From an optimization exercise on the open Yosys and OpenROAD flow, aimed at small area and a short achievable clock period; shortcuts taken in it are not production practice. Function was not checked in any run shown here: the RTL went through the layout flow alone.

==> flow/design.v (outline; a module is shown in full before it is edited, if it fits) <==
// module nn_mac_engine: 1025 lines
// module nn_fa: 10 lines
// module nn_ha: 9 lines
// module nn_hac: 9 lines
// module nn_fa1: 9 lines
// module nn_gate: 9 lines
// module nn_hcc: 9 lines
// module nn_hct: 9 lines
module nn_mac_engine #(
  parameter int unsigned DW      = 8,
  parameter int unsigned N_LANES = 4,
  parameter int unsigned ACC_W   = 24,
  parameter int unsigned LEN_W   = 8,
  parameter int unsigned SH_W    = 5
) (
  input  logic                    clk,
  input  logic                    rst,
  input  logic                    start,
  input  logic [LEN_W-1:0]        len,
  input  logic [SH_W-1:0]         shift,
  input  logic                    relu_en,
  input  logic [N_LANES*DW-1:0]   in_a,
  input  logic [N_LANES*DW-1:0]   in_b,
  input  logic                    in_valid,
  output logic                    in_ready,
  output logic [DW-1:0]           out_data,
  output logic                    out_valid,
  input  logic                    out_ready,
  output logic                    busy,
  output logic                    done
);
  // ...
==> flow/flow/run.sh <==
#!/bin/bash
# Layout flow: the standard layout (standard.sh, unchanged synthesis), except that the
# buffers ORFS puts on the ports are the smallest plain buffer, buf_1, instead of the default
# delay-style buffer; the resizer may still size them up where timing needs it.
set -euo pipefail
bash standard.sh BUFFER_PORTS_ARGS="-buffer_cell sky130_fd_sc_hd__buf_1" finish > standard.log 2>&1
==> flow/standard.sh <==
#!/bin/bash
# synth_recipe.tcl (not shown) runs the flow's synth.tcl, then flattens the netlist and writes it again
# the make line also repeats each setting of config.mk as NAME=value (left out here)
make -C /OpenROAD-flow-scripts/flow DESIGN_CONFIG=/design/flow/config.mk WORK_HOME=/design/flow/orfs CLKGATE_MAP_FILE= SYNTH_SCRIPT=/design/flow/synth_recipe.tcl "${@:-finish}"
==> flow/config.mk <==
export PLATFORM = sky130hd
export DESIGN_NAME = nn_mac_engine
export DESIGN_NICKNAME = nn_mac_engine
export VERILOG_FILES = /design/flow/design.v
export SDC_FILE = /design/flow/constraint.sdc
export NUM_CORES = 4
export LEC_CHECK = 0
export ABC_CLOCK_PERIOD_IN_PS = 4000
export CAP_MARGIN = 20
export CORE_MARGIN = 2
export CORE_UTILIZATION = 40
export PLACE_DENSITY = 0.6
export SETUP_SLACK_MARGIN = 3.5
export SLEW_MARGIN = 20
export SYNTH_HIERARCHICAL = 1
==> flow/constraint.sdc <==
create_clock -name core_clock -period 7.5 [get_ports {clk}]
set_input_delay 1.5000 -clock core_clock [delete_from_list [all_inputs] [get_ports {clk}]]
set_output_delay 1.5000 -clock core_clock [all_outputs]
set_load 0.01 [all_outputs]
==> run notes, run 1 <==
- Status: finished clean
- Synth Area in Compound Gates: under 10%
- Post-synthesis mux area share: 3.03%
- Die area: 31,300 um2
- Post-Place Setup Slack: between 2 and 3 ns
- R2R setup slack: between 3 and 4 ns
- Most common cell after layout, fill and taps aside: and2_1
- Gr ovfl total: 0
- WL met2: 16,500 um
- Final sequential cell count: 109
- Initial Util: 40.5%
- Commonest register cell after synthesis: dfxtp_1
- Most flops, register: acc
- Clk latency of the worst-skew pair: 0.37 ns
- Initial antenna violation count: 0
- Crit path DAT: about 4.2 ns
- CP Max Fanout: 8
- Top cell by count, worst path: fa_1
- Final nets: 1,574
- CTS buffer count: 9
- Area growth syn-to-layout: 15.1%
- Final Cell Area: 13,800 um2
- Post-Synth XOR/XNOR Area: 1.10%
- Multi-input gates: 929
- DR top layer: met4
- GRT met2 Usage: a little under two fifths
- Launch point of the worst path: in_valid
- Syn Area/Cell: approximately 11 um2
- Post-route insts no fill: approximately 1,600
- Slew Limit Fails: 0
==> run 2: changes to the inputs <==
--- a/flow/design.v
+++ b/flow/design.v
@@ -24,16 +24,17 @@
   localparam int unsigned SUM_W = 25;
   localparam int unsigned NOV   = SUM_W - 8;
   logic             agg;
   logic             beat;
   logic             last;
   logic [LEN_W-1:0] cnt;
   logic [SH_W-1:0]  sh;
   logic             relu;
+  logic             v;
   logic signed [SUM_W-1:0] acc;
   logic [SUM_W-1:0] acc_fb;
   logic [SUM_W-1:0] row_a, row_b;
   assign agg  = busy & ~in_ready & ~out_valid;
   assign beat = in_valid & in_ready;
   assign last = (cnt == LEN_W'(1));
   assign done = out_valid & out_ready;
   always_ff @(posedge clk or negedge rst) begin
@@ -61,274 +62,532 @@
     if (!busy) begin
       cnt  <= len;
       sh   <= shift;
       relu <= relu_en;
     end else if (beat) begin
       cnt <= cnt - LEN_W'(1);
     end
   end
-  logic [N_LANES*DW-1:0] a_g;
-  nn_gate #(.W(N_LANES*DW)) u_gate (.a(in_a), .en(beat), .y(a_g));
-  wire pp_0_0_0 = a_g[0] & in_b[0];
-  wire pp_0_0_1 = a_g[0] & in_b[1];
-  wire pp_0_0_2 = a_g[0] & in_b[2];
-  wire pp_0_0_3 = a_g[0] & in_b[3];
-  wire pp_0_0_4 = a_g[0] & in_b[4];
-  wire pp_0_0_5 = a_g[0] & in_b[5];
-  wire pp_0_0_6 = a_g[0] & in_b[6];
-  wire pp_0_0_7 = ~(a_g[0] & in_b[7]);
-  wire pp_0_1_0 = a_g[1] & in_b[0];
-  wire pp_0_1_1 = a_g[1] & in_b[1];
-  wire pp_0_1_2 = a_g[1] & in_b[2];
-  wire pp_0_1_3 = a_g[1] & in_b[3];
-  wire pp_0_1_4 = a_g[1] & in_b[4];
-  wire pp_0_1_5 = a_g[1] & in_b[5];
-  wire pp_0_1_6 = a_g[1] & in_b[6];
-  wire pp_0_1_7 = ~(a_g[1] & in_b[7]);
-  wire pp_0_2_0 = a_g[2] & in_b[0];
-  wire pp_0_2_1 = a_g[2] & in_b[1];
-  wire pp_0_2_2 = a_g[2] & in_b[2];
-  wire pp_0_2_3 = a_g[2] & in_b[3];
-  wire pp_0_2_4 = a_g[2] & in_b[4];
-  wire pp_0_2_5 = a_g[2] & in_b[5];
-  wire pp_0_2_6 = a_g[2] & in_b[6];
-  wire pp_0_2_7 = ~(a_g[2] & in_b[7]);
-  wire pp_0_3_0 = a_g[3] & in_b[0];
-  wire pp_0_3_1 = a_g[3] & in_b[1];
-  wire pp_0_3_2 = a_g[3] & in_b[2];
-  wire pp_0_3_3 = a_g[3] & in_b[3];
-  wire pp_0_3_4 = a_g[3] & in_b[4];
-  wire pp_0_3_5 = a_g[3] & in_b[5];
-  wire pp_0_3_6 = a_g[3] & in_b[6];
-  wire pp_0_3_7 = ~(a_g[3] & in_b[7]);
-  wire pp_0_4_0 = a_g[4] & in_b[0];
-  wire pp_0_4_1 = a_g[4] & in_b[1];
-  wire pp_0_4_2 = a_g[4] & in_b[2];
-  wire pp_0_4_3 = a_g[4] & in_b[3];
-  wire pp_0_4_4 = a_g[4] & in_b[4];
-  wire pp_0_4_5 = a_g[4] & in_b[5];
-  wire pp_0_4_6 = a_g[4] & in_b[6];
-  wire pp_0_4_7 = ~(a_g[4] & in_b[7]);
-  wire pp_0_5_0 = a_g[5] & in_b[0];
-  wire pp_0_5_1 = a_g[5] & in_b[1];
-  wire pp_0_5_2 = a_g[5] & in_b[2];
-  wire pp_0_5_3 = a_g[5] & in_b[3];
-  wire pp_0_5_4 = a_g[5] & in_b[4];
-  wire pp_0_5_5 = a_g[5] & in_b[5];
-  wire pp_0_5_6 = a_g[5] & in_b[6];
-  wire pp_0_5_7 = ~(a_g[5] & in_b[7]);
-  wire pp_0_6_0 = a_g[6] & in_b[0];
-  wire pp_0_6_1 = a_g[6] & in_b[1];
-  wire pp_0_6_2 = a_g[6] & in_b[2];
-  wire pp_0_6_3 = a_g[6] & in_b[3];
-  wire pp_0_6_4 = a_g[6] & in_b[4];
-  wire pp_0_6_5 = a_g[6] & in_b[5];
-  wire pp_0_6_6 = a_g[6] & in_b[6];
-  wire pp_0_6_7 = ~(a_g[6] & in_b[7]);
-  wire pp_0_7_0 = ~(a_g[7] & in_b[0]);
-  wire pp_0_7_1 = ~(a_g[7] & in_b[1]);
-  wire pp_0_7_2 = ~(a_g[7] & in_b[2]);
-  wire pp_0_7_3 = ~(a_g[7] & in_b[3]);
-  wire pp_0_7_4 = ~(a_g[7] & in_b[4]);
-  wire pp_0_7_5 = ~(a_g[7] & in_b[5]);
-  wire pp_0_7_6 = ~(a_g[7] & in_b[6]);
-  wire pp_0_7_7 = a_g[7] & in_b[7];
-  wire pp_1_0_0 = a_g[8] & in_b[8];
-  wire pp_1_0_1 = a_g[8] & in_b[9];
-  wire pp_1_0_2 = a_g[8] & in_b[10];
-  wire pp_1_0_3 = a_g[8] & in_b[11];
-  wire pp_1_0_4 = a_g[8] & in_b[12];
-  wire pp_1_0_5 = a_g[8] & in_b[13];
-  wire pp_1_0_6 = a_g[8] & in_b[14];
-  wire pp_1_0_7 = ~(a_g[8] & in_b[15]);
-  wire pp_1_1_0 = a_g[9] & in_b[8];
-  wire pp_1_1_1 = a_g[9] & in_b[9];
-  wire pp_1_1_2 = a_g[9] & in_b[10];
-  wire pp_1_1_3 = a_g[9] & in_b[11];
-  wire pp_1_1_4 = a_g[9] & in_b[12];
-  wire pp_1_1_5 = a_g[9] & in_b[13];
-  wire pp_1_1_6 = a_g[9] & in_b[14];
-  wire pp_1_1_7 = ~(a_g[9] & in_b[15]);
-  wire pp_1_2_0 = a_g[10] & in_b[8];
-  wire pp_1_2_1 = a_g[10] & in_b[9];
-  wire pp_1_2_2 = a_g[10] & in_b[10];
-  wire pp_1_2_3 = a_g[10] & in_b[11];
-  wire pp_1_2_4 = a_g[10] & in_b[12];
-  wire pp_1_2_5 = a_g[10] & in_b[13];
-  wire pp_1_2_6 = a_g[10] & in_b[14];
-  wire pp_1_2_7 = ~(a_g[10] & in_b[15]);
-  wire pp_1_3_0 = a_g[11] & in_b[8];
-  wire pp_1_3_1 = a_g[11] & in_b[9];
-  wire pp_1_3_2 = a_g[11] & in_b[10];
-  wire pp_1_3_3 = a_g[11] & in_b[11];
-  wire pp_1_3_4 = a_g[11] & in_b[12];
-  wire pp_1_3_5 = a_g[11] & in_b[13];
-  wire pp_1_3_6 = a_g[11] & in_b[14];
-  wire pp_1_3_7 = ~(a_g[11] & in_b[15]);
-  wire pp_1_4_0 = a_g[12] & in_b[8];
-  wire pp_1_4_1 = a_g[12] & in_b[9];
-  wire pp_1_4_2 = a_g[12] & in_b[10];
-  wire pp_1_4_3 = a_g[12] & in_b[11];
-  wire pp_1_4_4 = a_g[12] & in_b[12];
-  wire pp_1_4_5 = a_g[12] & in_b[13];
-  wire pp_1_4_6 = a_g[12] & in_b[14];
-  wire pp_1_4_7 = ~(a_g[12] & in_b[15]);
-  wire pp_1_5_0 = a_g[13] & in_b[8];
-  wire pp_1_5_1 = a_g[13] & in_b[9];
-  wire pp_1_5_2 = a_g[13] & in_b[10];
-  wire pp_1_5_3 = a_g[13] & in_b[11];
-  wire pp_1_5_4 = a_g[13] & in_b[12];
-  wire pp_1_5_5 = a_g[13] & in_b[13];
-  wire pp_1_5_6 = a_g[13] & in_b[14];
-  wire pp_1_5_7 = ~(a_g[13] & in_b[15]);
-  wire pp_1_6_0 = a_g[14] & in_b[8];
-  wire pp_1_6_1 = a_g[14] & in_b[9];
-  wire pp_1_6_2 = a_g[14] & in_b[10];
-  wire pp_1_6_3 = a_g[14] & in_b[11];
-  wire pp_1_6_4 = a_g[14] & in_b[12];
-  wire pp_1_6_5 = a_g[14] & in_b[13];
-  wire pp_1_6_6 = a_g[14] & in_b[14];
-  wire pp_1_6_7 = ~(a_g[14] & in_b[15]);
-  wire pp_1_7_0 = ~(a_g[15] & in_b[8]);
-  wire pp_1_7_1 = ~(a_g[15] & in_b[9]);
-  wire pp_1_7_2 = ~(a_g[15] & in_b[10]);
-  wire pp_1_7_3 = ~(a_g[15] & in_b[11]);
-  wire pp_1_7_4 = ~(a_g[15] & in_b[12]);
-  wire pp_1_7_5 = ~(a_g[15] & in_b[13]);
-  wire pp_1_7_6 = ~(a_g[15] & in_b[14]);
-  wire pp_1_7_7 = a_g[15] & in_b[15];
-  wire pp_2_0_0 = a_g[16] & in_b[16];
-  wire pp_2_0_1 = a_g[16] & in_b[17];
-  wire pp_2_0_2 = a_g[16] & in_b[18];
-  wire pp_2_0_3 = a_g[16] & in_b[19];
-  wire pp_2_0_4 = a_g[16] & in_b[20];
-  wire pp_2_0_5 = a_g[16] & in_b[21];
-  wire pp_2_0_6 = a_g[16] & in_b[22];
-  wire pp_2_0_7 = ~(a_g[16] & in_b[23]);
-  wire pp_2_1_0 = a_g[17] & in_b[16];
-  wire pp_2_1_1 = a_g[17] & in_b[17];
-  wire pp_2_1_2 = a_g[17] & in_b[18];
-  wire pp_2_1_3 = a_g[17] & in_b[19];
-  wire pp_2_1_4 = a_g[17] & in_b[20];
-  wire pp_2_1_5 = a_g[17] & in_b[21];
-  wire pp_2_1_6 = a_g[17] & in_b[22];
-  wire pp_2_1_7 = ~(a_g[17] & in_b[23]);
-  wire pp_2_2_0 = a_g[18] & in_b[16];
-  wire pp_2_2_1 = a_g[18] & in_b[17];
-  wire pp_2_2_2 = a_g[18] & in_b[18];
-  wire pp_2_2_3 = a_g[18] & in_b[19];
-  wire pp_2_2_4 = a_g[18] & in_b[20];
-  wire pp_2_2_5 = a_g[18] & in_b[21];
-  wire pp_2_2_6 = a_g[18] & in_b[22];
-  wire pp_2_2_7 = ~(a_g[18] & in_b[23]);
-  wire pp_2_3_0 = a_g[19] & in_b[16];
-  wire pp_2_3_1 = a_g[19] & in_b[17];
-  wire pp_2_3_2 = a_g[19] & in_b[18];
-  wire pp_2_3_3 = a_g[19] & in_b[19];
-  wire pp_2_3_4 = a_g[19] & in_b[20];
-  wire pp_2_3_5 = a_g[19] & in_b[21];
-  wire pp_2_3_6 = a_g[19] & in_b[22];
-  wire pp_2_3_7 = ~(a_g[19] & in_b[23]);
-  wire pp_2_4_0 = a_g[20] & in_b[16];
-  wire pp_2_4_1 = a_g[20] & in_b[17];
-  wire pp_2_4_2 = a_g[20] & in_b[18];
-  wire pp_2_4_3 = a_g[20] & in_b[19];
-  wire pp_2_4_4 = a_g[20] & in_b[20];
-  wire pp_2_4_5 = a_g[20] & in_b[21];
-  wire pp_2_4_6 = a_g[20] & in_b[22];
-  wire pp_2_4_7 = ~(a_g[20] & in_b[23]);
-  wire pp_2_5_0 = a_g[21] & in_b[16];
-  wire pp_2_5_1 = a_g[21] & in_b[17];
-  wire pp_2_5_2 = a_g[21] & in_b[18];
-  wire pp_2_5_3 = a_g[21] & in_b[19];
-  wire pp_2_5_4 = a_g[21] & in_b[20];
-  wire pp_2_5_5 = a_g[21] & in_b[21];
-  wire pp_2_5_6 = a_g[21] & in_b[22];
-  wire pp_2_5_7 = ~(a_g[21] & in_b[23]);
-  wire pp_2_6_0 = a_g[22] & in_b[16];
-  wire pp_2_6_1 = a_g[22] & in_b[17];
-  wire pp_2_6_2 = a_g[22] & in_b[18];
-  wire pp_2_6_3 = a_g[22] & in_b[19];
-  wire pp_2_6_4 = a_g[22] & in_b[20];
-  wire pp_2_6_5 = a_g[22] & in_b[21];
-  wire pp_2_6_6 = a_g[22] & in_b[22];
-  wire pp_2_6_7 = ~(a_g[22] & in_b[23]);
-  wire pp_2_7_0 = ~(a_g[23] & in_b[16]);
-  wire pp_2_7_1 = ~(a_g[23] & in_b[17]);
-  wire pp_2_7_2 = ~(a_g[23] & in_b[18]);
-  wire pp_2_7_3 = ~(a_g[23] & in_b[19]);
-  wire pp_2_7_4 = ~(a_g[23] & in_b[20]);
-  wire pp_2_7_5 = ~(a_g[23] & in_b[21]);
-  wire pp_2_7_6 = ~(a_g[23] & in_b[22]);
-  wire pp_2_7_7 = a_g[23] & in_b[23];
-  wire pp_3_0_0 = a_g[24] & in_b[24];
-  wire pp_3_0_1 = a_g[24] & in_b[25];
-  wire pp_3_0_2 = a_g[24] & in_b[26];
-  wire pp_3_0_3 = a_g[24] & in_b[27];
-  wire pp_3_0_4 = a_g[24] & in_b[28];
-  wire pp_3_0_5 = a_g[24] & in_b[29];
-  wire pp_3_0_6 = a_g[24] & in_b[30];
-  wire pp_3_0_7 = ~(a_g[24] & in_b[31]);
-  wire pp_3_1_0 = a_g[25] & in_b[24];
-  wire pp_3_1_1 = a_g[25] & in_b[25];
-  wire pp_3_1_2 = a_g[25] & in_b[26];
-  wire pp_3_1_3 = a_g[25] & in_b[27];
-  wire pp_3_1_4 = a_g[25] & in_b[28];
-  wire pp_3_1_5 = a_g[25] & in_b[29];
-  wire pp_3_1_6 = a_g[25] & in_b[30];
-  wire pp_3_1_7 = ~(a_g[25] & in_b[31]);
-  wire pp_3_2_0 = a_g[26] & in_b[24];
-  wire pp_3_2_1 = a_g[26] & in_b[25];
-  wire pp_3_2_2 = a_g[26] & in_b[26];
-  wire pp_3_2_3 = a_g[26] & in_b[27];
-  wire pp_3_2_4 = a_g[26] & in_b[28];
-  wire pp_3_2_5 = a_g[26] & in_b[29];
-  wire pp_3_2_6 = a_g[26] & in_b[30];
-  wire pp_3_2_7 = ~(a_g[26] & in_b[31]);
-  wire pp_3_3_0 = a_g[27] & in_b[24];
-  wire pp_3_3_1 = a_g[27] & in_b[25];
-  wire pp_3_3_2 = a_g[27] & in_b[26];
-  wire pp_3_3_3 = a_g[27] & in_b[27];
-  wire pp_3_3_4 = a_g[27] & in_b[28];
-  wire pp_3_3_5 = a_g[27] & in_b[29];
-  wire pp_3_3_6 = a_g[27] & in_b[30];
-  wire pp_3_3_7 = ~(a_g[27] & in_b[31]);
-  wire pp_3_4_0 = a_g[28] & in_b[24];
-  wire pp_3_4_1 = a_g[28] & in_b[25];
-  wire pp_3_4_2 = a_g[28] & in_b[26];
-  wire pp_3_4_3 = a_g[28] & in_b[27];
-  wire pp_3_4_4 = a_g[28] & in_b[28];
-  wire pp_3_4_5 = a_g[28] & in_b[29];
-  wire pp_3_4_6 = a_g[28] & in_b[30];
-  wire pp_3_4_7 = ~(a_g[28] & in_b[31]);
-  wire pp_3_5_0 = a_g[29] & in_b[24];
-  wire pp_3_5_1 = a_g[29] & in_b[25];
-  wire pp_3_5_2 = a_g[29] & in_b[26];
-  wire pp_3_5_3 = a_g[29] & in_b[27];
-  wire pp_3_5_4 = a_g[29] & in_b[28];
-  wire pp_3_5_5 = a_g[29] & in_b[29];
-  wire pp_3_5_6 = a_g[29] & in_b[30];
-  wire pp_3_5_7 = ~(a_g[29] & in_b[31]);
-  wire pp_3_6_0 = a_g[30] & in_b[24];
-  wire pp_3_6_1 = a_g[30] & in_b[25];
-  wire pp_3_6_2 = a_g[30] & in_b[26];
-  wire pp_3_6_3 = a_g[30] & in_b[27];
-  wire pp_3_6_4 = a_g[30] & in_b[28];
-  wire pp_3_6_5 = a_g[30] & in_b[29];
-  wire pp_3_6_6 = a_g[30] & in_b[30];
-  wire pp_3_6_7 = ~(a_g[30] & in_b[31]);
-  wire pp_3_7_0 = ~(a_g[31] & in_b[24]);
-  wire pp_3_7_1 = ~(a_g[31] & in_b[25]);
-  wire pp_3_7_2 = ~(a_g[31] & in_b[26]);
-  wire pp_3_7_3 = ~(a_g[31] & in_b[27]);
-  wire pp_3_7_4 = ~(a_g[31] & in_b[28]);
-  wire pp_3_7_5 = ~(a_g[31] & in_b[29]);
-  wire pp_3_7_6 = ~(a_g[31] & in_b[30]);
-  wire pp_3_7_7 = a_g[31] & in_b[31];
+  logic [N_LANES*DW-1:0] a_n;    
+  logic [N_LANES*DW-1:0] b_n;    
+  nn_invw #(.W(N_LANES*DW)) u_ainv (.a(in_a), .yn(a_n));
+  nn_invw #(.W(N_LANES*DW)) u_binv (.a(in_b), .yn(b_n));
+  wire pp_0_0_0;
+  nn_ppa u_pp_0_0_0 (.an(a_n[0]), .bn(b_n[0]), .y(pp_0_0_0));
+  wire pp_0_0_1;
+  nn_ppa u_pp_0_0_1 (.an(a_n[0]), .bn(b_n[1]), .y(pp_0_0_1));
+  wire pp_0_0_2;
+  nn_ppa u_pp_0_0_2 (.an(a_n[0]), .bn(b_n[2]), .y(pp_0_0_2));
+  wire pp_0_0_3;
+  nn_ppa u_pp_0_0_3 (.an(a_n[0]), .bn(b_n[3]), .y(pp_0_0_3));
+  wire pp_0_0_4;
+  nn_ppa u_pp_0_0_4 (.an(a_n[0]), .bn(b_n[4]), .y(pp_0_0_4));
+  wire pp_0_0_5;
+  nn_ppa u_pp_0_0_5 (.an(a_n[0]), .bn(b_n[5]), .y(pp_0_0_5));
+  wire pp_0_0_6;
+  nn_ppa u_pp_0_0_6 (.an(a_n[0]), .bn(b_n[6]), .y(pp_0_0_6));
+  wire pp_0_0_7;
+  nn_ppo u_pp_0_0_7 (.an(a_n[0]), .bn(b_n[7]), .y(pp_0_0_7));
+  wire pp_0_1_0;
+  nn_ppa u_pp_0_1_0 (.an(a_n[1]), .bn(b_n[0]), .y(pp_0_1_0));
+  wire pp_0_1_1;
+  nn_ppa u_pp_0_1_1 (.an(a_n[1]), .bn(b_n[1]), .y(pp_0_1_1));
+  wire pp_0_1_2;
+  nn_ppa u_pp_0_1_2 (.an(a_n[1]), .bn(b_n[2]), .y(pp_0_1_2));
+  wire pp_0_1_3;
+  nn_ppa u_pp_0_1_3 (.an(a_n[1]), .bn(b_n[3]), .y(pp_0_1_3));
+  wire pp_0_1_4;
+  nn_ppa u_pp_0_1_4 (.an(a_n[1]), .bn(b_n[4]), .y(pp_0_1_4));
+  wire pp_0_1_5;
+  nn_ppa u_pp_0_1_5 (.an(a_n[1]), .bn(b_n[5]), .y(pp_0_1_5));
+  wire pp_0_1_6;
+  nn_ppa u_pp_0_1_6 (.an(a_n[1]), .bn(b_n[6]), .y(pp_0_1_6));
+  wire pp_0_1_7;
+  nn_ppo u_pp_0_1_7 (.an(a_n[1]), .bn(b_n[7]), .y(pp_0_1_7));
+  wire pp_0_2_0;
+  nn_ppa u_pp_0_2_0 (.an(a_n[2]), .bn(b_n[0]), .y(pp_0_2_0));
+  wire pp_0_2_1;
+  nn_ppa u_pp_0_2_1 (.an(a_n[2]), .bn(b_n[1]), .y(pp_0_2_1));
+  wire pp_0_2_2;
+  nn_ppa u_pp_0_2_2 (.an(a_n[2]), .bn(b_n[2]), .y(pp_0_2_2));
+  wire pp_0_2_3;
+  nn_ppa u_pp_0_2_3 (.an(a_n[2]), .bn(b_n[3]), .y(pp_0_2_3));
+  wire pp_0_2_4;
+  nn_ppa u_pp_0_2_4 (.an(a_n[2]), .bn(b_n[4]), .y(pp_0_2_4));
+  wire pp_0_2_5;
+  nn_ppa u_pp_0_2_5 (.an(a_n[2]), .bn(b_n[5]), .y(pp_0_2_5));
+  wire pp_0_2_6;
+  nn_ppa u_pp_0_2_6 (.an(a_n[2]), .bn(b_n[6]), .y(pp_0_2_6));
+  wire pp_0_2_7;
+  nn_ppo u_pp_0_2_7 (.an(a_n[2]), .bn(b_n[7]), .y(pp_0_2_7));
+  wire pp_0_3_0;
+  nn_ppa u_pp_0_3_0 (.an(a_n[3]), .bn(b_n[0]), .y(pp_0_3_0));
+  wire pp_0_3_1;
+  nn_ppa u_pp_0_3_1 (.an(a_n[3]), .bn(b_n[1]), .y(pp_0_3_1));
+  wire pp_0_3_2;
+  nn_ppa u_pp_0_3_2 (.an(a_n[3]), .bn(b_n[2]), .y(pp_0_3_2));
+  wire pp_0_3_3;
+  nn_ppa u_pp_0_3_3 (.an(a_n[3]), .bn(b_n[3]), .y(pp_0_3_3));
+  wire pp_0_3_4;
+  nn_ppa u_pp_0_3_4 (.an(a_n[3]), .bn(b_n[4]), .y(pp_0_3_4));
+  wire pp_0_3_5;
+  nn_ppa u_pp_0_3_5 (.an(a_n[3]), .bn(b_n[5]), .y(pp_0_3_5));
+  wire pp_0_3_6;
+  nn_ppa u_pp_0_3_6 (.an(a_n[3]), .bn(b_n[6]), .y(pp_0_3_6));
+  wire pp_0_3_7;
+  nn_ppo u_pp_0_3_7 (.an(a_n[3]), .bn(b_n[7]), .y(pp_0_3_7));
+  wire pp_0_4_0;
+  nn_ppa u_pp_0_4_0 (.an(a_n[4]), .bn(b_n[0]), .y(pp_0_4_0));
+  wire pp_0_4_1;
+  nn_ppa u_pp_0_4_1 (.an(a_n[4]), .bn(b_n[1]), .y(pp_0_4_1));
+  wire pp_0_4_2;
+  nn_ppa u_pp_0_4_2 (.an(a_n[4]), .bn(b_n[2]), .y(pp_0_4_2));
+  wire pp_0_4_3;
+  nn_ppa u_pp_0_4_3 (.an(a_n[4]), .bn(b_n[3]), .y(pp_0_4_3));
+  wire pp_0_4_4;
+  nn_ppa u_pp_0_4_4 (.an(a_n[4]), .bn(b_n[4]), .y(pp_0_4_4));
+  wire pp_0_4_5;
+  nn_ppa u_pp_0_4_5 (.an(a_n[4]), .bn(b_n[5]), .y(pp_0_4_5));
+  wire pp_0_4_6;
+  nn_ppa u_pp_0_4_6 (.an(a_n[4]), .bn(b_n[6]), .y(pp_0_4_6));
+  wire pp_0_4_7;
+  nn_ppo u_pp_0_4_7 (.an(a_n[4]), .bn(b_n[7]), .y(pp_0_4_7));
+  wire pp_0_5_0;
+  nn_ppa u_pp_0_5_0 (.an(a_n[5]), .bn(b_n[0]), .y(pp_0_5_0));
+  wire pp_0_5_1;
+  nn_ppa u_pp_0_5_1 (.an(a_n[5]), .bn(b_n[1]), .y(pp_0_5_1));
+  wire pp_0_5_2;
+  nn_ppa u_pp_0_5_2 (.an(a_n[5]), .bn(b_n[2]), .y(pp_0_5_2));
+  wire pp_0_5_3;
+  nn_ppa u_pp_0_5_3 (.an(a_n[5]), .bn(b_n[3]), .y(pp_0_5_3));
+  wire pp_0_5_4;
+  nn_ppa u_pp_0_5_4 (.an(a_n[5]), .bn(b_n[4]), .y(pp_0_5_4));
+  wire pp_0_5_5;
+  nn_ppa u_pp_0_5_5 (.an(a_n[5]), .bn(b_n[5]), .y(pp_0_5_5));
+  wire pp_0_5_6;
+  nn_ppa u_pp_0_5_6 (.an(a_n[5]), .bn(b_n[6]), .y(pp_0_5_6));
+  wire pp_0_5_7;
+  nn_ppo u_pp_0_5_7 (.an(a_n[5]), .bn(b_n[7]), .y(pp_0_5_7));
+  wire pp_0_6_0;
+  nn_ppa u_pp_0_6_0 (.an(a_n[6]), .bn(b_n[0]), .y(pp_0_6_0));
+  wire pp_0_6_1;
+  nn_ppa u_pp_0_6_1 (.an(a_n[6]), .bn(b_n[1]), .y(pp_0_6_1));
+  wire pp_0_6_2;
+  nn_ppa u_pp_0_6_2 (.an(a_n[6]), .bn(b_n[2]), .y(pp_0_6_2));
+  wire pp_0_6_3;
+  nn_ppa u_pp_0_6_3 (.an(a_n[6]), .bn(b_n[3]), .y(pp_0_6_3));
+  wire pp_0_6_4;
+  nn_ppa u_pp_0_6_4 (.an(a_n[6]), .bn(b_n[4]), .y(pp_0_6_4));
+  wire pp_0_6_5;
+  nn_ppa u_pp_0_6_5 (.an(a_n[6]), .bn(b_n[5]), .y(pp_0_6_5));
+  wire pp_0_6_6;
+  nn_ppa u_pp_0_6_6 (.an(a_n[6]), .bn(b_n[6]), .y(pp_0_6_6));
+  wire pp_0_6_7;
+  nn_ppo u_pp_0_6_7 (.an(a_n[6]), .bn(b_n[7]), .y(pp_0_6_7));
+  wire pp_0_7_0;
+  nn_ppo u_pp_0_7_0 (.an(a_n[7]), .bn(b_n[0]), .y(pp_0_7_0));
+  wire pp_0_7_1;
+  nn_ppo u_pp_0_7_1 (.an(a_n[7]), .bn(b_n[1]), .y(pp_0_7_1));
+  wire pp_0_7_2;
+  nn_ppo u_pp_0_7_2 (.an(a_n[7]), .bn(b_n[2]), .y(pp_0_7_2));
+  wire pp_0_7_3;
+  nn_ppo u_pp_0_7_3 (.an(a_n[7]), .bn(b_n[3]), .y(pp_0_7_3));
+  wire pp_0_7_4;
+  nn_ppo u_pp_0_7_4 (.an(a_n[7]), .bn(b_n[4]), .y(pp_0_7_4));
+  wire pp_0_7_5;
+  nn_ppo u_pp_0_7_5 (.an(a_n[7]), .bn(b_n[5]), .y(pp_0_7_5));
+  wire pp_0_7_6;
+  nn_ppo u_pp_0_7_6 (.an(a_n[7]), .bn(b_n[6]), .y(pp_0_7_6));
+  wire pp_0_7_7;
+  nn_ppa u_pp_0_7_7 (.an(a_n[7]), .bn(b_n[7]), .y(pp_0_7_7));
+  wire pp_1_0_0;
+  nn_ppa u_pp_1_0_0 (.an(a_n[8]), .bn(b_n[8]), .y(pp_1_0_0));
+  wire pp_1_0_1;
+  nn_ppa u_pp_1_0_1 (.an(a_n[8]), .bn(b_n[9]), .y(pp_1_0_1));
+  wire pp_1_0_2;
+  nn_ppa u_pp_1_0_2 (.an(a_n[8]), .bn(b_n[10]), .y(pp_1_0_2));
+  wire pp_1_0_3;
+  nn_ppa u_pp_1_0_3 (.an(a_n[8]), .bn(b_n[11]), .y(pp_1_0_3));
+  wire pp_1_0_4;
+  nn_ppa u_pp_1_0_4 (.an(a_n[8]), .bn(b_n[12]), .y(pp_1_0_4));
+  wire pp_1_0_5;
+  nn_ppa u_pp_1_0_5 (.an(a_n[8]), .bn(b_n[13]), .y(pp_1_0_5));
+  wire pp_1_0_6;
+  nn_ppa u_pp_1_0_6 (.an(a_n[8]), .bn(b_n[14]), .y(pp_1_0_6));
+  wire pp_1_0_7;
+  nn_ppo u_pp_1_0_7 (.an(a_n[8]), .bn(b_n[15]), .y(pp_1_0_7));
+  wire pp_1_1_0;
+  nn_ppa u_pp_1_1_0 (.an(a_n[9]), .bn(b_n[8]), .y(pp_1_1_0));
+  wire pp_1_1_1;
+  nn_ppa u_pp_1_1_1 (.an(a_n[9]), .bn(b_n[9]), .y(pp_1_1_1));
+  wire pp_1_1_2;
+  nn_ppa u_pp_1_1_2 (.an(a_n[9]), .bn(b_n[10]), .y(pp_1_1_2));
+  wire pp_1_1_3;
+  nn_ppa u_pp_1_1_3 (.an(a_n[9]), .bn(b_n[11]), .y(pp_1_1_3));
+  wire pp_1_1_4;
+  nn_ppa u_pp_1_1_4 (.an(a_n[9]), .bn(b_n[12]), .y(pp_1_1_4));
+  wire pp_1_1_5;
+  nn_ppa u_pp_1_1_5 (.an(a_n[9]), .bn(b_n[13]), .y(pp_1_1_5));
+  wire pp_1_1_6;
+  nn_ppa u_pp_1_1_6 (.an(a_n[9]), .bn(b_n[14]), .y(pp_1_1_6));
+  wire pp_1_1_7;
+  nn_ppo u_pp_1_1_7 (.an(a_n[9]), .bn(b_n[15]), .y(pp_1_1_7));
+  wire pp_1_2_0;
+  nn_ppa u_pp_1_2_0 (.an(a_n[10]), .bn(b_n[8]), .y(pp_1_2_0));
+  wire pp_1_2_1;
+  nn_ppa u_pp_1_2_1 (.an(a_n[10]), .bn(b_n[9]), .y(pp_1_2_1));
+  wire pp_1_2_2;
+  nn_ppa u_pp_1_2_2 (.an(a_n[10]), .bn(b_n[10]), .y(pp_1_2_2));
+  wire pp_1_2_3;
+  nn_ppa u_pp_1_2_3 (.an(a_n[10]), .bn(b_n[11]), .y(pp_1_2_3));
+  wire pp_1_2_4;
+  nn_ppa u_pp_1_2_4 (.an(a_n[10]), .bn(b_n[12]), .y(pp_1_2_4));
+  wire pp_1_2_5;
+  nn_ppa u_pp_1_2_5 (.an(a_n[10]), .bn(b_n[13]), .y(pp_1_2_5));
+  wire pp_1_2_6;
+  nn_ppa u_pp_1_2_6 (.an(a_n[10]), .bn(b_n[14]), .y(pp_1_2_6));
+  wire pp_1_2_7;
+  nn_ppo u_pp_1_2_7 (.an(a_n[10]), .bn(b_n[15]), .y(pp_1_2_7));
+  wire pp_1_3_0;
+  nn_ppa u_pp_1_3_0 (.an(a_n[11]), .bn(b_n[8]), .y(pp_1_3_0));
+  wire pp_1_3_1;
+  nn_ppa u_pp_1_3_1 (.an(a_n[11]), .bn(b_n[9]), .y(pp_1_3_1));
+  wire pp_1_3_2;
+  nn_ppa u_pp_1_3_2 (.an(a_n[11]), .bn(b_n[10]), .y(pp_1_3_2));
+  wire pp_1_3_3;
+  nn_ppa u_pp_1_3_3 (.an(a_n[11]), .bn(b_n[11]), .y(pp_1_3_3));
+  wire pp_1_3_4;
+  nn_ppa u_pp_1_3_4 (.an(a_n[11]), .bn(b_n[12]), .y(pp_1_3_4));
+  wire pp_1_3_5;
+  nn_ppa u_pp_1_3_5 (.an(a_n[11]), .bn(b_n[13]), .y(pp_1_3_5));
+  wire pp_1_3_6;
+  nn_ppa u_pp_1_3_6 (.an(a_n[11]), .bn(b_n[14]), .y(pp_1_3_6));
+  wire pp_1_3_7;
+  nn_ppo u_pp_1_3_7 (.an(a_n[11]), .bn(b_n[15]), .y(pp_1_3_7));
+  wire pp_1_4_0;
+  nn_ppa u_pp_1_4_0 (.an(a_n[12]), .bn(b_n[8]), .y(pp_1_4_0));
+  wire pp_1_4_1;
+  nn_ppa u_pp_1_4_1 (.an(a_n[12]), .bn(b_n[9]), .y(pp_1_4_1));
+  wire pp_1_4_2;
+  nn_ppa u_pp_1_4_2 (.an(a_n[12]), .bn(b_n[10]), .y(pp_1_4_2));
+  wire pp_1_4_3;
+  nn_ppa u_pp_1_4_3 (.an(a_n[12]), .bn(b_n[11]), .y(pp_1_4_3));
+  wire pp_1_4_4;
+  nn_ppa u_pp_1_4_4 (.an(a_n[12]), .bn(b_n[12]), .y(pp_1_4_4));
+  wire pp_1_4_5;
+  nn_ppa u_pp_1_4_5 (.an(a_n[12]), .bn(b_n[13]), .y(pp_1_4_5));
+  wire pp_1_4_6;
+  nn_ppa u_pp_1_4_6 (.an(a_n[12]), .bn(b_n[14]), .y(pp_1_4_6));
+  wire pp_1_4_7;
+  nn_ppo u_pp_1_4_7 (.an(a_n[12]), .bn(b_n[15]), .y(pp_1_4_7));
+  wire pp_1_5_0;
+  nn_ppa u_pp_1_5_0 (.an(a_n[13]), .bn(b_n[8]), .y(pp_1_5_0));
+  wire pp_1_5_1;
+  nn_ppa u_pp_1_5_1 (.an(a_n[13]), .bn(b_n[9]), .y(pp_1_5_1));
+  wire pp_1_5_2;
+  nn_ppa u_pp_1_5_2 (.an(a_n[13]), .bn(b_n[10]), .y(pp_1_5_2));
+  wire pp_1_5_3;
+  nn_ppa u_pp_1_5_3 (.an(a_n[13]), .bn(b_n[11]), .y(pp_1_5_3));
+  wire pp_1_5_4;
+  nn_ppa u_pp_1_5_4 (.an(a_n[13]), .bn(b_n[12]), .y(pp_1_5_4));
+  wire pp_1_5_5;
+  nn_ppa u_pp_1_5_5 (.an(a_n[13]), .bn(b_n[13]), .y(pp_1_5_5));
+  wire pp_1_5_6;
+  nn_ppa u_pp_1_5_6 (.an(a_n[13]), .bn(b_n[14]), .y(pp_1_5_6));
+  wire pp_1_5_7;
+  nn_ppo u_pp_1_5_7 (.an(a_n[13]), .bn(b_n[15]), .y(pp_1_5_7));
+  wire pp_1_6_0;
+  nn_ppa u_pp_1_6_0 (.an(a_n[14]), .bn(b_n[8]), .y(pp_1_6_0));
+  wire pp_1_6_1;
+  nn_ppa u_pp_1_6_1 (.an(a_n[14]), .bn(b_n[9]), .y(pp_1_6_1));
+  wire pp_1_6_2;
+  nn_ppa u_pp_1_6_2 (.an(a_n[14]), .bn(b_n[10]), .y(pp_1_6_2));
+  wire pp_1_6_3;
+  nn_ppa u_pp_1_6_3 (.an(a_n[14]), .bn(b_n[11]), .y(pp_1_6_3));
+  wire pp_1_6_4;
+  nn_ppa u_pp_1_6_4 (.an(a_n[14]), .bn(b_n[12]), .y(pp_1_6_4));
+  wire pp_1_6_5;
+  nn_ppa u_pp_1_6_5 (.an(a_n[14]), .bn(b_n[13]), .y(pp_1_6_5));
+  wire pp_1_6_6;
+  nn_ppa u_pp_1_6_6 (.an(a_n[14]), .bn(b_n[14]), .y(pp_1_6_6));
+  wire pp_1_6_7;
+  nn_ppo u_pp_1_6_7 (.an(a_n[14]), .bn(b_n[15]), .y(pp_1_6_7));
+  wire pp_1_7_0;
+  nn_ppo u_pp_1_7_0 (.an(a_n[15]), .bn(b_n[8]), .y(pp_1_7_0));
+  wire pp_1_7_1;
+  nn_ppo u_pp_1_7_1 (.an(a_n[15]), .bn(b_n[9]), .y(pp_1_7_1));
+  wire pp_1_7_2;
+  nn_ppo u_pp_1_7_2 (.an(a_n[15]), .bn(b_n[10]), .y(pp_1_7_2));
+  wire pp_1_7_3;
+  nn_ppo u_pp_1_7_3 (.an(a_n[15]), .bn(b_n[11]), .y(pp_1_7_3));
+  wire pp_1_7_4;
+  nn_ppo u_pp_1_7_4 (.an(a_n[15]), .bn(b_n[12]), .y(pp_1_7_4));
+  wire pp_1_7_5;
+  nn_ppo u_pp_1_7_5 (.an(a_n[15]), .bn(b_n[13]), .y(pp_1_7_5));
+  wire pp_1_7_6;
+  nn_ppo u_pp_1_7_6 (.an(a_n[15]), .bn(b_n[14]), .y(pp_1_7_6));
+  wire pp_1_7_7;
+  nn_ppa u_pp_1_7_7 (.an(a_n[15]), .bn(b_n[15]), .y(pp_1_7_7));
+  wire pp_2_0_0;
+  nn_ppa u_pp_2_0_0 (.an(a_n[16]), .bn(b_n[16]), .y(pp_2_0_0));
+  wire pp_2_0_1;
+  nn_ppa u_pp_2_0_1 (.an(a_n[16]), .bn(b_n[17]), .y(pp_2_0_1));
+  wire pp_2_0_2;
+  nn_ppa u_pp_2_0_2 (.an(a_n[16]), .bn(b_n[18]), .y(pp_2_0_2));
+  wire pp_2_0_3;
+  nn_ppa u_pp_2_0_3 (.an(a_n[16]), .bn(b_n[19]), .y(pp_2_0_3));
+  wire pp_2_0_4;
+  nn_ppa u_pp_2_0_4 (.an(a_n[16]), .bn(b_n[20]), .y(pp_2_0_4));
+  wire pp_2_0_5;
+  nn_ppa u_pp_2_0_5 (.an(a_n[16]), .bn(b_n[21]), .y(pp_2_0_5));
+  wire pp_2_0_6;
+  nn_ppa u_pp_2_0_6 (.an(a_n[16]), .bn(b_n[22]), .y(pp_2_0_6));
+  wire pp_2_0_7;
+  nn_ppo u_pp_2_0_7 (.an(a_n[16]), .bn(b_n[23]), .y(pp_2_0_7));
+  wire pp_2_1_0;
+  nn_ppa u_pp_2_1_0 (.an(a_n[17]), .bn(b_n[16]), .y(pp_2_1_0));
+  wire pp_2_1_1;
+  nn_ppa u_pp_2_1_1 (.an(a_n[17]), .bn(b_n[17]), .y(pp_2_1_1));
+  wire pp_2_1_2;
+  nn_ppa u_pp_2_1_2 (.an(a_n[17]), .bn(b_n[18]), .y(pp_2_1_2));
+  wire pp_2_1_3;
+  nn_ppa u_pp_2_1_3 (.an(a_n[17]), .bn(b_n[19]), .y(pp_2_1_3));
+  wire pp_2_1_4;
+  nn_ppa u_pp_2_1_4 (.an(a_n[17]), .bn(b_n[20]), .y(pp_2_1_4));
+  wire pp_2_1_5;
+  nn_ppa u_pp_2_1_5 (.an(a_n[17]), .bn(b_n[21]), .y(pp_2_1_5));
+  wire pp_2_1_6;
+  nn_ppa u_pp_2_1_6 (.an(a_n[17]), .bn(b_n[22]), .y(pp_2_1_6));
+  wire pp_2_1_7;
+  nn_ppo u_pp_2_1_7 (.an(a_n[17]), .bn(b_n[23]), .y(pp_2_1_7));
+  wire pp_2_2_0;
+  nn_ppa u_pp_2_2_0 (.an(a_n[18]), .bn(b_n[16]), .y(pp_2_2_0));
+  wire pp_2_2_1;
+  nn_ppa u_pp_2_2_1 (.an(a_n[18]), .bn(b_n[17]), .y(pp_2_2_1));
+  wire pp_2_2_2;
+  nn_ppa u_pp_2_2_2 (.an(a_n[18]), .bn(b_n[18]), .y(pp_2_2_2));
+  wire pp_2_2_3;
+  nn_ppa u_pp_2_2_3 (.an(a_n[18]), .bn(b_n[19]), .y(pp_2_2_3));
+  wire pp_2_2_4;
+  nn_ppa u_pp_2_2_4 (.an(a_n[18]), .bn(b_n[20]), .y(pp_2_2_4));
+  wire pp_2_2_5;
+  nn_ppa u_pp_2_2_5 (.an(a_n[18]), .bn(b_n[21]), .y(pp_2_2_5));
+  wire pp_2_2_6;
+  nn_ppa u_pp_2_2_6 (.an(a_n[18]), .bn(b_n[22]), .y(pp_2_2_6));
+  wire pp_2_2_7;
+  nn_ppo u_pp_2_2_7 (.an(a_n[18]), .bn(b_n[23]), .y(pp_2_2_7));
+  wire pp_2_3_0;
+  nn_ppa u_pp_2_3_0 (.an(a_n[19]), .bn(b_n[16]), .y(pp_2_3_0));
+  wire pp_2_3_1;
+  nn_ppa u_pp_2_3_1 (.an(a_n[19]), .bn(b_n[17]), .y(pp_2_3_1));
+  wire pp_2_3_2;
+  nn_ppa u_pp_2_3_2 (.an(a_n[19]), .bn(b_n[18]), .y(pp_2_3_2));
+  wire pp_2_3_3;
+  nn_ppa u_pp_2_3_3 (.an(a_n[19]), .bn(b_n[19]), .y(pp_2_3_3));
+  wire pp_2_3_4;
+  nn_ppa u_pp_2_3_4 (.an(a_n[19]), .bn(b_n[20]), .y(pp_2_3_4));
+  wire pp_2_3_5;
+  nn_ppa u_pp_2_3_5 (.an(a_n[19]), .bn(b_n[21]), .y(pp_2_3_5));
+  wire pp_2_3_6;
+  nn_ppa u_pp_2_3_6 (.an(a_n[19]), .bn(b_n[22]), .y(pp_2_3_6));
+  wire pp_2_3_7;
+  nn_ppo u_pp_2_3_7 (.an(a_n[19]), .bn(b_n[23]), .y(pp_2_3_7));
+  wire pp_2_4_0;
+  nn_ppa u_pp_2_4_0 (.an(a_n[20]), .bn(b_n[16]), .y(pp_2_4_0));
+  wire pp_2_4_1;
+  nn_ppa u_pp_2_4_1 (.an(a_n[20]), .bn(b_n[17]), .y(pp_2_4_1));
+  wire pp_2_4_2;
+  nn_ppa u_pp_2_4_2 (.an(a_n[20]), .bn(b_n[18]), .y(pp_2_4_2));
+  wire pp_2_4_3;
+  nn_ppa u_pp_2_4_3 (.an(a_n[20]), .bn(b_n[19]), .y(pp_2_4_3));
+  wire pp_2_4_4;
+  nn_ppa u_pp_2_4_4 (.an(a_n[20]), .bn(b_n[20]), .y(pp_2_4_4));
+  wire pp_2_4_5;
+  nn_ppa u_pp_2_4_5 (.an(a_n[20]), .bn(b_n[21]), .y(pp_2_4_5));
+  wire pp_2_4_6;
+  nn_ppa u_pp_2_4_6 (.an(a_n[20]), .bn(b_n[22]), .y(pp_2_4_6));
+  wire pp_2_4_7;
+  nn_ppo u_pp_2_4_7 (.an(a_n[20]), .bn(b_n[23]), .y(pp_2_4_7));
+  wire pp_2_5_0;
+  nn_ppa u_pp_2_5_0 (.an(a_n[21]), .bn(b_n[16]), .y(pp_2_5_0));
+  wire pp_2_5_1;
+  nn_ppa u_pp_2_5_1 (.an(a_n[21]), .bn(b_n[17]), .y(pp_2_5_1));
+  wire pp_2_5_2;
+  nn_ppa u_pp_2_5_2 (.an(a_n[21]), .bn(b_n[18]), .y(pp_2_5_2));
+  wire pp_2_5_3;
+  nn_ppa u_pp_2_5_3 (.an(a_n[21]), .bn(b_n[19]), .y(pp_2_5_3));
+  wire pp_2_5_4;
+  nn_ppa u_pp_2_5_4 (.an(a_n[21]), .bn(b_n[20]), .y(pp_2_5_4));
+  wire pp_2_5_5;
+  nn_ppa u_pp_2_5_5 (.an(a_n[21]), .bn(b_n[21]), .y(pp_2_5_5));
+  wire pp_2_5_6;
+  nn_ppa u_pp_2_5_6 (.an(a_n[21]), .bn(b_n[22]), .y(pp_2_5_6));
+  wire pp_2_5_7;
+  nn_ppo u_pp_2_5_7 (.an(a_n[21]), .bn(b_n[23]), .y(pp_2_5_7));
+  wire pp_2_6_0;
+  nn_ppa u_pp_2_6_0 (.an(a_n[22]), .bn(b_n[16]), .y(pp_2_6_0));
+  wire pp_2_6_1;
+  nn_ppa u_pp_2_6_1 (.an(a_n[22]), .bn(b_n[17]), .y(pp_2_6_1));
+  wire pp_2_6_2;
+  nn_ppa u_pp_2_6_2 (.an(a_n[22]), .bn(b_n[18]), .y(pp_2_6_2));
+  wire pp_2_6_3;
+  nn_ppa u_pp_2_6_3 (.an(a_n[22]), .bn(b_n[19]), .y(pp_2_6_3));
+  wire pp_2_6_4;
+  nn_ppa u_pp_2_6_4 (.an(a_n[22]), .bn(b_n[20]), .y(pp_2_6_4));
+  wire pp_2_6_5;
+  nn_ppa u_pp_2_6_5 (.an(a_n[22]), .bn(b_n[21]), .y(pp_2_6_5));
+  wire pp_2_6_6;
+  nn_ppa u_pp_2_6_6 (.an(a_n[22]), .bn(b_n[22]), .y(pp_2_6_6));
+  wire pp_2_6_7;
+  nn_ppo u_pp_2_6_7 (.an(a_n[22]), .bn(b_n[23]), .y(pp_2_6_7));
+  wire pp_2_7_0;
+  nn_ppo u_pp_2_7_0 (.an(a_n[23]), .bn(b_n[16]), .y(pp_2_7_0));
+  wire pp_2_7_1;
+  nn_ppo u_pp_2_7_1 (.an(a_n[23]), .bn(b_n[17]), .y(pp_2_7_1));
+  wire pp_2_7_2;
+  nn_ppo u_pp_2_7_2 (.an(a_n[23]), .bn(b_n[18]), .y(pp_2_7_2));
+  wire pp_2_7_3;
+  nn_ppo u_pp_2_7_3 (.an(a_n[23]), .bn(b_n[19]), .y(pp_2_7_3));
+  wire pp_2_7_4;
+  nn_ppo u_pp_2_7_4 (.an(a_n[23]), .bn(b_n[20]), .y(pp_2_7_4));
+  wire pp_2_7_5;
+  nn_ppo u_pp_2_7_5 (.an(a_n[23]), .bn(b_n[21]), .y(pp_2_7_5));
+  wire pp_2_7_6;
+  nn_ppo u_pp_2_7_6 (.an(a_n[23]), .bn(b_n[22]), .y(pp_2_7_6));
+  wire pp_2_7_7;
+  nn_ppa u_pp_2_7_7 (.an(a_n[23]), .bn(b_n[23]), .y(pp_2_7_7));
+  wire pp_3_0_0;
+  nn_ppa u_pp_3_0_0 (.an(a_n[24]), .bn(b_n[24]), .y(pp_3_0_0));
+  wire pp_3_0_1;
+  nn_ppa u_pp_3_0_1 (.an(a_n[24]), .bn(b_n[25]), .y(pp_3_0_1));
+  wire pp_3_0_2;
+  nn_ppa u_pp_3_0_2 (.an(a_n[24]), .bn(b_n[26]), .y(pp_3_0_2));
+  wire pp_3_0_3;
+  nn_ppa u_pp_3_0_3 (.an(a_n[24]), .bn(b_n[27]), .y(pp_3_0_3));
+  wire pp_3_0_4;
+  nn_ppa u_pp_3_0_4 (.an(a_n[24]), .bn(b_n[28]), .y(pp_3_0_4));
+  wire pp_3_0_5;
+  nn_ppa u_pp_3_0_5 (.an(a_n[24]), .bn(b_n[29]), .y(pp_3_0_5));
+  wire pp_3_0_6;
+  nn_ppa u_pp_3_0_6 (.an(a_n[24]), .bn(b_n[30]), .y(pp_3_0_6));
+  wire pp_3_0_7;
+  nn_ppo u_pp_3_0_7 (.an(a_n[24]), .bn(b_n[31]), .y(pp_3_0_7));
+  wire pp_3_1_0;
+  nn_ppa u_pp_3_1_0 (.an(a_n[25]), .bn(b_n[24]), .y(pp_3_1_0));
+  wire pp_3_1_1;
+  nn_ppa u_pp_3_1_1 (.an(a_n[25]), .bn(b_n[25]), .y(pp_3_1_1));
+  wire pp_3_1_2;
+  nn_ppa u_pp_3_1_2 (.an(a_n[25]), .bn(b_n[26]), .y(pp_3_1_2));
+  wire pp_3_1_3;
+  nn_ppa u_pp_3_1_3 (.an(a_n[25]), .bn(b_n[27]), .y(pp_3_1_3));
+  wire pp_3_1_4;
+  nn_ppa u_pp_3_1_4 (.an(a_n[25]), .bn(b_n[28]), .y(pp_3_1_4));
+  wire pp_3_1_5;
+  nn_ppa u_pp_3_1_5 (.an(a_n[25]), .bn(b_n[29]), .y(pp_3_1_5));
+  wire pp_3_1_6;
+  nn_ppa u_pp_3_1_6 (.an(a_n[25]), .bn(b_n[30]), .y(pp_3_1_6));
+  wire pp_3_1_7;
+  nn_ppo u_pp_3_1_7 (.an(a_n[25]), .bn(b_n[31]), .y(pp_3_1_7));
+  wire pp_3_2_0;
+  nn_ppa u_pp_3_2_0 (.an(a_n[26]), .bn(b_n[24]), .y(pp_3_2_0));
+  wire pp_3_2_1;
+  nn_ppa u_pp_3_2_1 (.an(a_n[26]), .bn(b_n[25]), .y(pp_3_2_1));
+  wire pp_3_2_2;
+  nn_ppa u_pp_3_2_2 (.an(a_n[26]), .bn(b_n[26]), .y(pp_3_2_2));
+  wire pp_3_2_3;
+  nn_ppa u_pp_3_2_3 (.an(a_n[26]), .bn(b_n[27]), .y(pp_3_2_3));
+  wire pp_3_2_4;
+  nn_ppa u_pp_3_2_4 (.an(a_n[26]), .bn(b_n[28]), .y(pp_3_2_4));
+  wire pp_3_2_5;
+  nn_ppa u_pp_3_2_5 (.an(a_n[26]), .bn(b_n[29]), .y(pp_3_2_5));
+  wire pp_3_2_6;
+  nn_ppa u_pp_3_2_6 (.an(a_n[26]), .bn(b_n[30]), .y(pp_3_2_6));
+  wire pp_3_2_7;
+  nn_ppo u_pp_3_2_7 (.an(a_n[26]), .bn(b_n[31]), .y(pp_3_2_7));
+  wire pp_3_3_0;
+  nn_ppa u_pp_3_3_0 (.an(a_n[27]), .bn(b_n[24]), .y(pp_3_3_0));
+  wire pp_3_3_1;
+  nn_ppa u_pp_3_3_1 (.an(a_n[27]), .bn(b_n[25]), .y(pp_3_3_1));
+  wire pp_3_3_2;
+  nn_ppa u_pp_3_3_2 (.an(a_n[27]), .bn(b_n[26]), .y(pp_3_3_2));
+  wire pp_3_3_3;
+  nn_ppa u_pp_3_3_3 (.an(a_n[27]), .bn(b_n[27]), .y(pp_3_3_3));
+  wire pp_3_3_4;
+  nn_ppa u_pp_3_3_4 (.an(a_n[27]), .bn(b_n[28]), .y(pp_3_3_4));
+  wire pp_3_3_5;
+  nn_ppa u_pp_3_3_5 (.an(a_n[27]), .bn(b_n[29]), .y(pp_3_3_5));
+  wire pp_3_3_6;
+  nn_ppa u_pp_3_3_6 (.an(a_n[27]), .bn(b_n[30]), .y(pp_3_3_6));
+  wire pp_3_3_7;
+  nn_ppo u_pp_3_3_7 (.an(a_n[27]), .bn(b_n[31]), .y(pp_3_3_7));
+  wire pp_3_4_0;
+  nn_ppa u_pp_3_4_0 (.an(a_n[28]), .bn(b_n[24]), .y(pp_3_4_0));
+  wire pp_3_4_1;
+  nn_ppa u_pp_3_4_1 (.an(a_n[28]), .bn(b_n[25]), .y(pp_3_4_1));
+  wire pp_3_4_2;
+  nn_ppa u_pp_3_4_2 (.an(a_n[28]), .bn(b_n[26]), .y(pp_3_4_2));
+  wire pp_3_4_3;
+  nn_ppa u_pp_3_4_3 (.an(a_n[28]), .bn(b_n[27]), .y(pp_3_4_3));
+  wire pp_3_4_4;
+  nn_ppa u_pp_3_4_4 (.an(a_n[28]), .bn(b_n[28]), .y(pp_3_4_4));
+  wire pp_3_4_5;
+  nn_ppa u_pp_3_4_5 (.an(a_n[28]), .bn(b_n[29]), .y(pp_3_4_5));
+  wire pp_3_4_6;
+  nn_ppa u_pp_3_4_6 (.an(a_n[28]), .bn(b_n[30]), .y(pp_3_4_6));
+  wire pp_3_4_7;
+  nn_ppo u_pp_3_4_7 (.an(a_n[28]), .bn(b_n[31]), .y(pp_3_4_7));
+  wire pp_3_5_0;
+  nn_ppa u_pp_3_5_0 (.an(a_n[29]), .bn(b_n[24]), .y(pp_3_5_0));
+  wire pp_3_5_1;
+  nn_ppa u_pp_3_5_1 (.an(a_n[29]), .bn(b_n[25]), .y(pp_3_5_1));
+  wire pp_3_5_2;
+  nn_ppa u_pp_3_5_2 (.an(a_n[29]), .bn(b_n[26]), .y(pp_3_5_2));
+  wire pp_3_5_3;
+  nn_ppa u_pp_3_5_3 (.an(a_n[29]), .bn(b_n[27]), .y(pp_3_5_3));
+  wire pp_3_5_4;
+  nn_ppa u_pp_3_5_4 (.an(a_n[29]), .bn(b_n[28]), .y(pp_3_5_4));
+  wire pp_3_5_5;
+  nn_ppa u_pp_3_5_5 (.an(a_n[29]), .bn(b_n[29]), .y(pp_3_5_5));
+  wire pp_3_5_6;
+  nn_ppa u_pp_3_5_6 (.an(a_n[29]), .bn(b_n[30]), .y(pp_3_5_6));
+  wire pp_3_5_7;
+  nn_ppo u_pp_3_5_7 (.an(a_n[29]), .bn(b_n[31]), .y(pp_3_5_7));
+  wire pp_3_6_0;
+  nn_ppa u_pp_3_6_0 (.an(a_n[30]), .bn(b_n[24]), .y(pp_3_6_0));
+  wire pp_3_6_1;
+  nn_ppa u_pp_3_6_1 (.an(a_n[30]), .bn(b_n[25]), .y(pp_3_6_1));
+  wire pp_3_6_2;
+  nn_ppa u_pp_3_6_2 (.an(a_n[30]), .bn(b_n[26]), .y(pp_3_6_2));
+  wire pp_3_6_3;
+  nn_ppa u_pp_3_6_3 (.an(a_n[30]), .bn(b_n[27]), .y(pp_3_6_3));
+  wire pp_3_6_4;
+  nn_ppa u_pp_3_6_4 (.an(a_n[30]), .bn(b_n[28]), .y(pp_3_6_4));
+  wire pp_3_6_5;
+  nn_ppa u_pp_3_6_5 (.an(a_n[30]), .bn(b_n[29]), .y(pp_3_6_5));
+  wire pp_3_6_6;
+  nn_ppa u_pp_3_6_6 (.an(a_n[30]), .bn(b_n[30]), .y(pp_3_6_6));
+  wire pp_3_6_7;
+  nn_ppo u_pp_3_6_7 (.an(a_n[30]), .bn(b_n[31]), .y(pp_3_6_7));
+  wire pp_3_7_0;
+  nn_ppo u_pp_3_7_0 (.an(a_n[31]), .bn(b_n[24]), .y(pp_3_7_0));
+  wire pp_3_7_1;
+  nn_ppo u_pp_3_7_1 (.an(a_n[31]), .bn(b_n[25]), .y(pp_3_7_1));
+  wire pp_3_7_2;
+  nn_ppo u_pp_3_7_2 (.an(a_n[31]), .bn(b_n[26]), .y(pp_3_7_2));
+  wire pp_3_7_3;
+  nn_ppo u_pp_3_7_3 (.an(a_n[31]), .bn(b_n[27]), .y(pp_3_7_3));
+  wire pp_3_7_4;
+  nn_ppo u_pp_3_7_4 (.an(a_n[31]), .bn(b_n[28]), .y(pp_3_7_4));
+  wire pp_3_7_5;
+  nn_ppo u_pp_3_7_5 (.an(a_n[31]), .bn(b_n[29]), .y(pp_3_7_5));
+  wire pp_3_7_6;
+  nn_ppo u_pp_3_7_6 (.an(a_n[31]), .bn(b_n[30]), .y(pp_3_7_6));
+  wire pp_3_7_7;
+  nn_ppa u_pp_3_7_7 (.an(a_n[31]), .bn(b_n[31]), .y(pp_3_7_7));
   wire xs1, xc2;
   nn_fa u_xs1 (.a(pp_0_0_0), .b(pp_1_0_0), .ci(pp_2_0_0), .s(xs1), .co(xc2));
   wire xs3, xc4;
   nn_fa u_xs3 (.a(pp_0_0_1), .b(pp_0_1_0), .ci(pp_1_0_1), .s(xs3), .co(xc4));
   wire xs5, xc6;
   nn_ha u_xs5 (.a(pp_1_1_0), .b(pp_2_0_1), .s(xs5), .co(xc6));
   wire xs7, xc8;
   nn_fa u_xs7 (.a(pp_2_1_0), .b(pp_3_0_1), .ci(pp_3_1_0), .s(xs7), .co(xc8));
@@ -906,16 +1165,17 @@
   logic q60;
   logic q61;
   logic q62;
   logic q63;
   logic q64;
   logic q65;
   logic q66;
   always_ff @(posedge clk) begin
+      v <= beat;
       q0 <= pp_3_0_0;
       q1 <= xs1;
       q2 <= xs7;
       q3 <= xs9;
       q4 <= xs21;
       q5 <= xs23;
       q6 <= xs43;
       q7 <= xs45;
@@ -978,17 +1238,18 @@
       q64 <= xc392;
       q65 <= xs393;
       q66 <= xc394;
   end
   assign acc_fb = acc;
   assign row_a = {acc_fb[23], acc_fb[22], acc_fb[21], acc_fb[20], acc_fb[19], acc_fb[18], yi513, ys511, ys509, ys505, ys499, yc484, yc474, ys471, yc450, yc440, yc430, ys427, yc412, ys409, ys403, yc400, yc398, yc396, acc_fb[0]};
   assign row_b = {yi519, yi518, yi517, yi516, yi515, yi514, yc512, yc510, yc506, yc500, yc492, ys491, ys483, ys473, ys461, ys449, ys439, ys429, ys419, ys411, ys405, ys401, ys399, ys397, ys395};
   always_ff @(posedge clk) begin
-    acc <= busy ? (row_a + row_b) : '0;
+    if (!busy)  acc <= '0;
+    else if (v) acc <= row_a + row_b;
   end
   logic             sgn;
   logic             ovf_p;         
   logic             ovf_n;         
   logic [NOV-1:0]   thr;           
   logic [3:0]       sh_hi, sh_md;  
   logic [37:0]      ext;           
   logic [13:0]      sel_hi;        
@@ -1082,8 +1343,39 @@
   input  logic a,
   input  logic b,
   output logic s,
   output logic co
 );
   assign s  = ~(a ^ b);
   assign co = ~a & b;
 endmodule
+module nn_gaten #(
+  parameter int unsigned W = 32
+) (
+  input  logic [W-1:0] a,
+  input  logic         en,
+  output logic [W-1:0] yn
+);
+  assign yn = ~(a & {W{en}});
+endmodule
+module nn_invw #(
+  parameter int unsigned W = 32
+) (
+  input  logic [W-1:0] a,
+  output logic [W-1:0] yn
+);
+  assign yn = ~a;
+endmodule
+module nn_ppa (
+  input  logic an,
+  input  logic bn,
+  output logic y
+);
+  assign y = ~(an | bn);
+endmodule
+module nn_ppo (
+  input  logic an,
+  input  logic bn,
+  output logic y
+);
+  assign y = an | bn;
+endmodule
==> run notes, run 2 <==
- Post-route insts no fill: 1,646 (was 1,603)
- WL final: 31,600 um (was 32,900 um)
- CTS tree: done (unchanged)
- Global-route wire length before repair: 49,500 um (was 52,300 um)
- Post-synth EDFFs: 14 (unchanged)
- Status: finished clean (unchanged)
- Max incr delay on CP: 0.50 ns (was 0.58 ns)
- Cell area after synthesis: 11,800 um2 (was 12,000 um2)
- Worst hold margin: 0.558 ns (was 0.563 ns)
- Most frequent cells in the layout: nor2_1, fa_1, buf_1 (was and2_1, fa_1, dfxtp_1)
- DR vias/cell: 5.29 (was 5.36)
- Crit path DAT: 2.57 ns (was 4.20 ns)
- CP top delay family: compound AO/OA/AOI/OAI gates (was adder cells)
- Cells after Synth: 1,147 (was 1,103)
- CTS hold repair buffers: 0 (unchanged)
- Antenna Nets Post-Route: 0 (unchanged)
- Clk latency of the worst-skew pair: 0.36 ns (was 0.37 ns)
- Initial drt markers: 461 (was 614)
- Clock buffer depth: 2 (unchanged)
- Count leader, synth: nor2_1 (was fa_1)
- Hold Path Class: reg -> reg (unchanged)
- Clock transition at path regs: 0.08 ns (was 0.07 ns)
- Syn Area/Cell: 10.3 um2 (was 10.9 um2)
- Placed cells: 1,598 (was 1,549)
- Final core utilization: 46.2% (was 46.6%)
- Die height: 176 um (was 177 um)
- Synth area leader: fa_1 (unchanged)
- Final hold violations: 0 (unchanged)
- Drt first pass iters: 5 (unchanged)
- Initial antenna violation count: 0 (unchanged)
- Final Cell Area: 13,300 um2 (was 13,800 um2)
- Initial Util: 40.8% (was 40.5%)
- Post-Place Setup Slack: 3.28 ns (was 2.95 ns)
- Most flops, register: acc (unchanged)
- Sequential fraction of the synthesis area: 20.0% (was 19.5%)
- Worst Setup End Kind: output pin (was flip-flop)
- H-tree levels: 3 (unchanged)
- Area growth syn-to-layout: 13.3% (was 15.1%)
- DPL Wire Length: 26,100 um (was 26,300 um)
- Max reg flops: 25 (unchanged)
- Gr ovfl total: 0 (unchanged)
- Syn_nets: 1,513 (was 1,469)
- Slew Limit Fails: 0 (unchanged)
- Die area: 30,800 um2 (was 31,300 um2)
- Most common cell after layout, fill and taps aside: nor2_1 (was and2_1)
- Fin crit period: 4.07 ns (was 3.97 ns)
- PortBufs: 94 (unchanged)
- RSZ-0062 raised after global routing: yes (unchanged)
- CP Max Fanout: 6 (was 8)
- Sink Count: 110 (was 109)
- CTS buffer count: 9 (unchanged)
- Commonest register cell after synthesis: dfxtp_1 (unchanged)
- Crit path kind: reg -> out (was in -> reg)
- Rows: 62 (was 63)
- Clock skew: 0.00591 ns (was 0.00919 ns)
- Slew Limit Headroom: 36.7% (was 65.9%)
- FMAX: 246 MHz (was 252 MHz)
- IO Pins: 95 (unchanged)
- Final nets: 1,623 (was 1,574)
- Post-DR wirelength/cell: 19.2 um (was 20.5 um)
- Root Buffer: clkbuf_16 (unchanged)
- Final setup violating endpoints: 0 (unchanged)
==> run 2: changes by cell type after synthesis, sizes merged, moves of 7 or more <==
cell | before | now
and2 | 239 | 4
nor2 | 34 | 244
inv | 29 | 91
nor3b | 7 | 0
nand2 | 91 | 34
o211ai | 3 | 12
clkbuf | 28 | 18
or2 | 3 | 59
==> run 2: final timing paths <==
kind / start / end / slack, ns / cells past startpoint
min reg2reg: in_ready$_DFFE_PN0P_ / in_ready$_DFFE_PN0P_ / 0.56 / 2
max reg2reg: q34$_DFF_P_ / acc[22]$_SDFFE_PN0P_ / 3.62 / 13
min: in_ready$_DFFE_PN0P_ / in_ready$_DFFE_PN0P_ / 0.56 / 2
max: sh[3]$_DFFE_PN_ / out_data[1] / 3.43 / 9
max in group asynchronous: rst / in_ready$_DFFE_PN0P_ / 6.41 / 1
min in group asynchronous: rst / out_valid$_DFFE_PN0P_ / 0.94 / 1
==> run 2: worst min-delay path, stage by stage (launching register included) <==
cell,delay (ns)
dfrtp_1,0.40
nand2_1,0.06
o21ai_0,0.07
==> run 2: cell families after synthesis <==
| family | share of synthesized area, % |
|---|---|
| and+or+nand+nor | 16.0 |
| AOI/OAI and AO/OA | 9.40 |
| DFF | 20.0 |
| buffers and inverters | 4.21 |
| adders and majority gates | 45.2 |
| muxes | 3.58 |
| xor gates and xnor gates | 1.56 |
==> run 2: area by class of cell <==
cell class,instances,area [um2]
tap,384,480
sequential,110,2360
clock inverter,7,76.3
timing repair buffer,129,706
multi-input combinational,916,9140
fill,2768,15500
inverter,91,345
clock buffer,9,225
==> run 2: metal layers <==
layer / global-route usage, % / vias up / part of all wire [%]
met5: 0 / - / 0
met4: 6.78 / 0 / 2.3
met3: 1.97 / 57 / 4.7
met2: 36.5 / 309 / 50
met1: 27.2 / 4338 / 43
li1: - / 4009 / -
==> run 2: per-module statistics from Yosys, one instance, submodules excluded, excerpt <==
module	times used	cells	cell area, um2	flops+latches
nn_ha	17	1	12.5	0
nn_ppo	56	1	6.26	0
nn_fa	237	1	20.0	0
nn_ppa	200	1	3.75	0
nn_mac_engine	1	563	5420	110
nn_fa1	2	5	27.5	0
==> run 2: repair_timing <==
item	in CTS	in global routing
endpoints found under the hold margin	0	0
setup endpoints to repair	16	17
gates resized for setup	21	40
gates cloned	2	0
pin swaps	14	20
buffers inserted	21	9

==> afterwards: timing with drivers on the ports <==
Ports are ideal in the flow. The routed layouts listed here were re-timed in OpenROAD. Step 1, drivers: a clkbuf_16 drives clk and a buf_2 each remaining input, both assumed. Step 2 also shifts input and output timing later by t, the mid clock arrival at the registers, as if the neighbouring blocks saw the same clock. Slacks: no drivers / after step 1 / after step 2; pairs: no drivers / after step 1.
run	t, ns	setup WS [ns]	worst setup path after step 2
run 1	0.404	3.535 / 3.503 / 3.126	input to register
run 2	0.403	3.429 / 3.383 / 3.269	input to register
After both steps every run listed still meets setup and hold. For run 1, which loses most, drivers alone change the setup slack by -0.032 ns; drivers and shift together by -0.409 ns.
